This is an optimization exercise on Yosys and OpenROAD, whose aim is small area, not a production implementation. In this exercise RTL edits were held to simulation tests only and were not proved equivalent to the original. Power is estimated from default activity; no workload was simulated.

==> onyx <==
// victim_write_buffer
module victim_write_buffer #(
    parameter int DEPTH  = 4,
    parameter int ADDR_W = 16,   
    parameter int LINE_W = 128,  
    localparam int CW    = $clog2(DEPTH + 1),
    localparam int PW    = $clog2(DEPTH)
) (
    input  logic              clk,
    input  logic              reset,
    input  logic              source_read,
    input  logic              source_write,
    input  logic [ADDR_W-1:0] source_addr,
    input  logic [LINE_W-1:0] source_data,
    output logic              out_resp,
    output logic [LINE_W-1:0] out_rdata,
    output logic              pmem_read,
    output logic              pmem_write,
    output logic [ADDR_W-1:0] pmem_addr,
    output logic [LINE_W-1:0] pmem_wdata,
    input  logic              pmem_resp,
    input  logic [LINE_W-1:0] pmem_rdata,
    output logic [CW-1:0]     count,
    output logic              full
);
==> module victim_write_buffer, before the edit <==
module victim_write_buffer #(
    parameter int DEPTH  = 4,
    parameter int ADDR_W = 16,   
    parameter int LINE_W = 128,  
    localparam int CW    = $clog2(DEPTH + 1),
    localparam int PW    = $clog2(DEPTH)
) (
    input  logic              clk,
    input  logic              reset,
    input  logic              source_read,
    input  logic              source_write,
    input  logic [ADDR_W-1:0] source_addr,
    input  logic [LINE_W-1:0] source_data,
    output logic              out_resp,
    output logic [LINE_W-1:0] out_rdata,
    output logic              pmem_read,
    output logic              pmem_write,
    output logic [ADDR_W-1:0] pmem_addr,
    output logic [LINE_W-1:0] pmem_wdata,
    input  logic              pmem_resp,
    input  logic [LINE_W-1:0] pmem_rdata,
    output logic [CW-1:0]     count,
    output logic              full
);
    logic [DEPTH-1:0][ADDR_W-1:0] addr_q;
    logic [DEPTH-1:0][LINE_W-1:0] data_q;
    logic [PW-1:0]                head_q;
    logic [CW-1:0]                count_q;
    logic                         rmiss_q, drain_q;
    logic              idle;
    logic [DEPTH-1:0]  valid, head_dec;
    logic [DEPTH-1:0]  hit_vec, sel;
    logic              hit, sel_mem;
    logic              wr_only, push, pop;
    logic [LINE_W-1:0] line_mux;
    logic [ADDR_W-1:0] addr_mux;
    assign idle    = !rmiss_q && !drain_q;
    assign count   = count_q;
    assign full    = count_q[CW-1];
    assign wr_only = source_write && !source_read;
    always_comb begin
        for (int i = 0; i < DEPTH; i++) begin
            head_dec[i] = (head_q == PW'(i));
        end
        for (int i = 0; i < DEPTH; i++) begin
            valid[i] = count_q[2]
                    || (head_dec[i] && (count_q[1] || count_q[0]))
                    || (head_dec[(i + 3) % 4] && count_q[1])
                    || (head_dec[(i + 2) % 4] && count_q[1] && count_q[0]);
        end
    end
    victim_buffer_cam #(
        .DEPTH  (DEPTH),
        .ADDR_W (ADDR_W)
    ) u_cam (
        .valid       (valid),
        .entry_addr  (addr_q),
        .lookup_addr (source_addr),
        .hit_vec     (hit_vec),
        .hit         (hit)
    );
    always_comb begin
        for (int i = 0; i < DEPTH; i++)
            sel[i] = (idle && hit_vec[i]) || (drain_q && head_dec[i]);
        sel_mem = !(|sel);
    end
    victim_buffer_mux #(
        .DEPTH (DEPTH),
        .W     (LINE_W)
    ) u_line_mux (
        .sel     (sel),
        .sel_alt (sel_mem),
        .entry   (data_q),
        .alt     (pmem_rdata),
        .out     (line_mux)
    );
    victim_buffer_mux #(
        .DEPTH (DEPTH),
        .W     (ADDR_W)
    ) u_addr_mux (
        .sel     ({DEPTH{drain_q}} & head_dec),
        .sel_alt (!drain_q),
        .entry   (addr_q),
        .alt     (source_addr),
        .out     (addr_mux)
    );
    assign out_rdata  = line_mux;
    assign pmem_wdata = line_mux;
    assign pmem_addr  = addr_mux;
    assign out_resp   = !reset && ((idle && (source_read ? (hit || pmem_resp)
                                                         : (source_write && (hit || !full))))
                                   || (rmiss_q && pmem_resp));
    assign pmem_read  = !reset && ((idle && source_read && !hit) || rmiss_q);
    assign pmem_write = !reset && drain_q;
    assign push = idle && wr_only && !hit && !full;
    assign pop  = drain_q && pmem_resp;
    always_ff @(posedge clk or posedge reset) begin
        if (reset) begin
            head_q  <= '0;
            count_q <= '0;
            rmiss_q <= 1'b0;
            drain_q <= 1'b0;
        end else begin
            if (idle) begin
                rmiss_q <= source_read && !hit && !pmem_resp;
                drain_q <= source_read ? 1'b0
                         : source_write ? (!hit && full)
                         : (count_q != '0);
            end else begin
                if (pmem_resp) begin
                    rmiss_q <= 1'b0;
                    drain_q <= 1'b0;
                end
            end
            if (push) count_q <= {count_q[1] & count_q[0], count_q[1] ^ count_q[0], !count_q[0]};
            if (pop) begin
                count_q <= {1'b0, !(count_q[1] ^ count_q[0]), !count_q[0]};
                head_q  <= {head_q[1] ^ head_q[0], !head_q[0]};
            end
        end
    end
    always_ff @(posedge clk) begin
        for (int i = 0; i < DEPTH; i++) begin
            if (!valid[i]) addr_q[i] <= source_addr;
            if (!valid[i] || (idle && wr_only && hit_vec[i])) data_q[i] <= source_data;
        end
    end
endmodule
Settings: LEC_CHECK=0, CAP_MARGIN=20, CORE_MARGIN=2, CORE_UTILIZATION=70, SLEW_MARGIN=20, SYNTH_HIERARCHICAL=1, BUFFER_PORTS_ARGS=-buffer_cell sky130_fd_sc_hd__buf_1, CTS_ARGS=-sink_clustering_enable -repair_clock_nets -dont_use_dummy_load -buf_list {sky130_fd_sc_hd__clkbuf_8} -sink_clustering_size 18 -sink_clustering_max_diameter 45; clock period 10.0 ns.
standard.sh (not shown) runs the stock make flow with config.mk's settings and CLKGATE_MAP_FILE= SYNTH_SCRIPT=/design/flow/synth_recipe.tcl, a recipe that flattens the netlist after the stock synthesis.
==> flow/flow/run.sh <==
#!/bin/bash
# The standard layout (standard.sh, unchanged synthesis) with area-lean
# settings: port buffers use the smallest buffer cell, and CTS clusters the
# flip-flops under clkbuf_8 leaves without dummy loads.
set -e
cat >> config.mk <<'EOC'
export BUFFER_PORTS_ARGS = -buffer_cell sky130_fd_sc_hd__buf_1
export CTS_ARGS = -sink_clustering_enable -repair_clock_nets -dont_use_dummy_load -buf_list {sky130_fd_sc_hd__clkbuf_8} -sink_clustering_size 18 -sink_clustering_max_diameter 45
EOC
bash standard.sh > standard_flow.log 2>&1
==> amber (differences from onyx) <==
==> flow/flow/run.sh (replaced) <==
#!/bin/bash
# The standard layout (standard.sh, unchanged synthesis) with area-lean
# settings: port buffers use the smallest buffer cell, and CTS clusters the
# flip-flops under clkbuf_8 leaves without dummy loads.
set -e
cat >> config.mk <<'EOC'
export BUFFER_PORTS_ARGS = -buffer_cell sky130_fd_sc_hd__buf_1
export CTS_ARGS = -sink_clustering_enable -repair_clock_nets -dont_use_dummy_load -buf_list {sky130_fd_sc_hd__clkbuf_8} -sink_clustering_size 20 -sink_clustering_max_diameter 60
EOC
bash standard.sh > standard_flow.log 2>&1
==> flow/config.mk (replaced) <==
export PLATFORM = sky130hd
export DESIGN_NAME = victim_write_buffer
export DESIGN_NICKNAME = victim_write_buffer
export VERILOG_FILES = /design/flow/design.v
export SDC_FILE = /design/flow/constraint.sdc
export NUM_CORES = 4
export LEC_CHECK = 0
export CAP_MARGIN = 20
export CORE_MARGIN = 2
export CORE_UTILIZATION = 60
export SLEW_MARGIN = 20
export SYNTH_HIERARCHICAL = 1
export BUFFER_PORTS_ARGS = -buffer_cell sky130_fd_sc_hd__buf_1
export CTS_ARGS = -sink_clustering_enable -repair_clock_nets -dont_use_dummy_load -buf_list {sky130_fd_sc_hd__clkbuf_8} -sink_clustering_size 20 -sink_clustering_max_diameter 60
==> xenon (differences from onyx) <==
--- a/flow/design.v
+++ b/flow/design.v
@@ -68,6 +68,7 @@
     logic [CW-1:0]                count_q;
     logic                         rmiss_q, drain_q;
     logic              idle;
+    logic [PW-1:0]     rel [DEPTH];
     logic [DEPTH-1:0]  valid, head_dec;
     logic [DEPTH-1:0]  hit_vec, sel;
     logic              hit, sel_mem;
@@ -80,13 +81,9 @@
     assign wr_only = source_write && !source_read;
     always_comb begin
         for (int i = 0; i < DEPTH; i++) begin
+            rel[i]      = PW'(i) - head_q;
+            valid[i]    = CW'(rel[i]) < count_q;
             head_dec[i] = (head_q == PW'(i));
-        end
-        for (int i = 0; i < DEPTH; i++) begin
-            valid[i] = count_q[2]
-                    || (head_dec[i] && (count_q[1] || count_q[0]))
-                    || (head_dec[(i + 3) % 4] && count_q[1])
-                    || (head_dec[(i + 2) % 4] && count_q[1] && count_q[0]);
         end
     end
     victim_buffer_cam #(
@@ -152,10 +149,10 @@
                     drain_q <= 1'b0;
                 end
             end
-            if (push) count_q <= {count_q[1] & count_q[0], count_q[1] ^ count_q[0], !count_q[0]};
+            if (push) count_q <= count_q + 1'b1;
             if (pop) begin
-                count_q <= {1'b0, !(count_q[1] ^ count_q[0]), !count_q[0]};
-                head_q  <= {head_q[1] ^ head_q[0], !head_q[0]};
+                count_q <= count_q - 1'b1;
+                head_q  <= head_q + 1'b1;
             end
         end
     end
==> flow/flow/run.sh (replaced) <==
#!/bin/bash
# The standard layout (standard.sh, unchanged synthesis) with area-lean
# settings: port buffers use the smallest buffer cell, and CTS clusters the
# flip-flops under clkbuf_8 leaves without dummy loads.
set -e
cat >> config.mk <<'EOC'
export BUFFER_PORTS_ARGS = -buffer_cell sky130_fd_sc_hd__buf_1
export CTS_ARGS = -sink_clustering_enable -repair_clock_nets -dont_use_dummy_load -buf_list {sky130_fd_sc_hd__clkbuf_8} -sink_clustering_size 15 -sink_clustering_max_diameter 60
EOC
bash standard.sh > standard_flow.log 2>&1
==> flow/config.mk (replaced) <==
export PLATFORM = sky130hd
export DESIGN_NAME = victim_write_buffer
export DESIGN_NICKNAME = victim_write_buffer
export VERILOG_FILES = /design/flow/design.v
export SDC_FILE = /design/flow/constraint.sdc
export NUM_CORES = 4
export LEC_CHECK = 0
export CAP_MARGIN = 20
export CORE_MARGIN = 2
export CORE_UTILIZATION = 40
export SLEW_MARGIN = 20
export SYNTH_HIERARCHICAL = 1
export BUFFER_PORTS_ARGS = -buffer_cell sky130_fd_sc_hd__buf_1
export CTS_ARGS = -sink_clustering_enable -repair_clock_nets -dont_use_dummy_load -buf_list {sky130_fd_sc_hd__clkbuf_8} -sink_clustering_size 15 -sink_clustering_max_diameter 60
==> comparison <==
Synthesized cell count is the same in amber and onyx.
Against onyx, the clock-buffer cell count of amber is lower by 10.
The highest die area belongs to xenon, the lowest to onyx.
The lowest first-iteration DRC count belongs to xenon, the highest to onyx.
In onyx the hold slack is worse than in xenon, by 25 ps.
Total power, highest first: onyx, xenon, amber.
Between amber and onyx, the lower maximum frequency is in onyx (gap about 6%, measured against onyx).
==> figures <==
Final weighted congestion of routability-driven global placement: amber 0.831; onyx 0.829; xenon 0.803
Outcome: amber complete, no violations; onyx complete, no violations; xenon complete, no violations
Height of the die: amber 201 um; onyx 187 um; xenon 246 um
Total sequential power: amber 0.00488 W; onyx 0.00490 W; xenon 0.00456 W
Final core utilization: amber 65.8%; onyx 77.3%; xenon 44.6%
Minimum period implied by the final worst setup slack: amber 7230 ps; onyx 7660 ps; xenon 7540 ps
Worst reg2reg endpoint: amber data_q[494]; onyx data_q[425]; xenon data_q[323]
Number of nets in the synthesized netlist: amber 1669; onyx 1669; xenon 1677
Repair and plain buffers: amber 576; onyx 570; xenon 574
Fraction of final layout cells with drive strength greater than 1: amber 4.59%; onyx 4.80%; xenon 5.17%
Fraction of synthesized cell area taken by the top area cell type: amber 74.2%; onyx 74.2%; xenon 74.0%
Count of different cell masters after synthesis: amber 34; onyx 34; xenon 40
Post-Synthesis Mean Instance Area: amber 16.8 sq um; onyx 16.8 sq um; xenon 16.8 sq um
Power density cells: amber 372 nW/um^2; onyx 376 nW/um^2; xenon 367 nW/um^2
Inverters excl. clock: amber 13; onyx 13; xenon 10
Leakage power figure: amber 8.29 nW; onyx 8.34 nW; xenon 8.08 nW

==> afterwards: timing with drivers on the ports <==
In the flow no input, the clock included, has a driving cell. The finished layouts below were timed again as built, in two steps.
Step 1 (the two cells are an assumption about what drives the block):
set clk [get_ports {clk}]
set_driving_cell -lib_cell sky130_fd_sc_hd__clkbuf_16 $clk
set_driving_cell -lib_cell sky130_fd_sc_hd__buf_2 [delete_from_list [all_inputs] $clk]
Step 2, shift: input delay + t, output delay - t, t = (earliest + latest rising clock arrival at the registers) / 2. This alone moves slack from input paths to output paths.
Slacks: no drivers / after step 1 / after step 2; pairs: no drivers / after step 1.
run	shift t [ns]	setup slack, ns	hold WS [ns]	worst register clock-pin slew, ns
onyx	0.621	2.338 / 2.309 / 2.309	0.560 / 0.560 / 0.560	0.11 / 0.11
amber	0.656	2.773 / 2.746 / 2.746	0.568 / 0.568 / 0.568	0.12 / 0.12
xenon	0.663	2.463 / 2.438 / 2.438	0.585 / 0.585 / 0.585	0.10 / 0.10
After both steps every run listed still meets setup and hold. For onyx, which loses most, drivers alone change the setup slack by -0.029 ns; drivers and shift together by -0.029 ns.
